From an optimization exercise on the open Yosys and OpenROAD flow, aimed at small area, a short achievable clock period and few clock cycles per item; shortcuts taken in it are not production practice.
The RTL was checked by simulation tests, not by an equivalence proof against the original design.
Power figures rest on the tool's default switching activity, not on a simulated workload.

== P ==
Design riscv_multicycle, start of the top module:
module riscv_multicycle #(
  parameter int unsigned  N        = 32,
  parameter logic [N-1:0] RESET_PC = '0
) (
  input  logic                clk,
  input  logic                rst,
  output logic                mem_req,
  output logic                mem_we,
  output logic [N-1:0]        mem_addr,
  output logic [N-1:0]        mem_wdata,
  input  logic [N-1:0]        mem_rdata,
  input  logic                mem_ready,
  output logic                retire,
  output logic                trap,
  output logic [N-1:0]        pc_out
);
Size: roughly 4500 cells after synthesis, about 140 I/O pins, ~62000 sq um of cells after synthesis.
==> flow/config.mk <==
export PLATFORM = sky130hd
export DESIGN_NAME = riscv_multicycle
export DESIGN_NICKNAME = riscv_multicycle
export VERILOG_FILES = /design/flow/design.v
export SDC_FILE = /design/flow/constraint.sdc
export NUM_CORES = 4
export LEC_CHECK = 0
export CAP_MARGIN = 20
export CELL_PAD_IN_SITES_DETAIL_PLACEMENT = 1
export CORE_MARGIN = 2
export CORE_UTILIZATION = 35
export PLACE_DENSITY = 0.45
export SETUP_SLACK_MARGIN = 4.5
export SLEW_MARGIN = 20
export SYNTH_HIERARCHICAL = 1
export TNS_END_PERCENT = 10
==> flow/constraint.sdc <==
create_clock -name core_clock -period 9.0 [get_ports {clk}]
set_input_delay 1.8000 -clock core_clock [delete_from_list [all_inputs] [get_ports {clk}]]
set_output_delay 1.8000 -clock core_clock [all_outputs]
set_load 0.01 [all_outputs]
run.sh (not shown) runs the stock make flow with config.mk's settings and CLKGATE_MAP_FILE= SYNTH_SCRIPT=/design/flow/synth_recipe.tcl, a recipe that flattens the netlist after the stock synthesis.
Testbench counts of P, summed over its fixed seeds: cycles 90,854, retired 72,013.
What Q does differently from P at the input level:
diff --git a/flow/config.mk b/flow/config.mk
--- a/flow/config.mk
+++ b/flow/config.mk
@@ -11,2 +11,3 @@
-export CORE_UTILIZATION = 35
-export PLACE_DENSITY = 0.45
+export CORE_UTILIZATION = 30
+export GPL_ROUTABILITY_DRIVEN = 0
+export PLACE_DENSITY = 0.4
### Flow results
- Comparing Q with P, the multi-input logic cell count came out essentially unchanged.
- Against P, Q comes in 670 ps higher on pre-CTS worst setup slack.
- Fraction of met3 tracks used by global routing is higher on P
- Diff P -> Q: total global routing track utilization moved down, clock power moved up, number of vias in the routed layout level.
What R does differently from Q at the input level:
diff --git a/flow/config.mk b/flow/config.mk
--- a/flow/config.mk
+++ b/flow/config.mk
@@ -12 +11,0 @@
-export GPL_ROUTABILITY_DRIVEN = 0
@@ -14 +13 @@
-export SETUP_SLACK_MARGIN = 4.5
+export SETUP_SLACK_MARGIN = 4.8
Findings:
- Non-clock buffer count delta for R relative to Q: about 10% higher
- Share of the clock period used by the worst path on R is down relative to Q.
- R — fraction of area in registers 0.33 points lower, Q as reference
- Delta (R minus Q): proportion of power drawn by flip-flops and latches now sits at about the same level, maximum frequency now sits higher, met1 usage in global routing now sits lower, met2 track demand over resource now sits higher.
- Run comparison: R library cell contributing the largest single delay on the critical path and4b_4; Q library cell contributing the largest single delay on the critical path mux2_4

* * *

== v33 ==
riscv_multicycle again, from the RTL that the note above started with.
clock: 9.0 ns
lec_check: 0
cap_margin: 20
cell_pad_in_sites_detail_placement: 1
core_margin: 2
core_utilization: 30
place_density: 0.4
setup_slack_margin: 4.5
slew_margin: 20
synth_hierarchical: 1
tns_end_percent: 10
v33: full flow OK, the timing, DRC and antenna checks passed
Testbench counts of v33, summed over its fixed seeds: cycles 90,854, retired 72,013.
Here is what was changed in the inputs of v57 compared with v33.
Settings: TNS_END_PERCENT: 10 -> 2.
### Flow results
- v57 and v33 ended up with roughly the same core utilization.
- The synthesis-to-finish area growth of v33 and that of v57 are within noise of each other.
- On routed wire length, v33 and v57 are neck and neck.
- From v33 to v57 the numbers moved as follows: count of non-CTS buffers in the layout closely matched the old numbers; depth of the critical timing path with buffers and inverters included decreased by 1 relative to the old numbers; final instance area closely matched the old numbers; first-pass GRT wire length decreased by about 0.37% relative to the old numbers.
- v57 and v33 ended up with roughly the same multi-input combinational gate total.
- Part of the cycle the worst path needs essentially unchanged between v57 and v33.
Inputs modified between v57 and v4:
Settings: a change of SETUP_SLACK_MARGIN from 4.5 to 4.65; a change of TNS_END_PERCENT from 2 to 10.
Findings:
- As far as number of multi-input combinational cells is concerned, v4 and v57 perform about the same.
- Looking at worst-path cell with the longest stage delay, the nor4_4 result is from v57; the xor2_1 one comes from v4.
- Routed length on met2 of v4 exceeds that of v57 slightly.
- On portion of total power attributed to sequential cells, v57 tracks v4 almost exactly.

## afterwards: timing with drivers on the ports
The flow's constraints put no driver on any port. The routed layouts listed below were extracted and timed again, unchanged, in two steps.
Step 1 assumes that a clkbuf_16 drives the clock port and a buf_2 every other input.
Step 2 adds t to the input delays and takes it off the output delays; t is the mean of the earliest and latest rising clock arrival at the registers after step 1. Input paths then give back, and output paths get back, about the clock's delay inside the block.
a / b / c = no drivers / after step 1 / after step 2; a / b = the first two.
| run | shift t [ns] | setup WS [ns] | worst setup path after step 2 | latest minus earliest clock arrival (ns) | cell pins on the clock port's net |
|---|---|---|---|---|---|
| P | 0.893 | 4.317 / 4.335 / 3.478 | input to register | 0.032 / 0.032 | 1 |
| Q | 0.884 | 4.370 / 4.367 / 3.551 | input to register | 0.035 / 0.036 | 1 |
| R | 0.897 | 4.490 / 4.486 / 3.658 | input to register | 0.035 / 0.035 | 1 |
| v33 | 0.885 | 4.342 / 4.389 / 3.517 | input to register | 0.035 / 0.035 | 1 |
| v57 | 0.887 | 4.351 / 4.334 / 3.530 | input to register | 0.035 / 0.035 | 1 |
| v4 | 0.888 | 4.462 / 4.443 / 3.604 | input to register | 0.035 / 0.034 | 1 |
After both steps every run listed still meets setup and hold. For v4, which loses most, drivers alone change the setup slack by -0.019 ns; drivers and shift together by -0.858 ns.
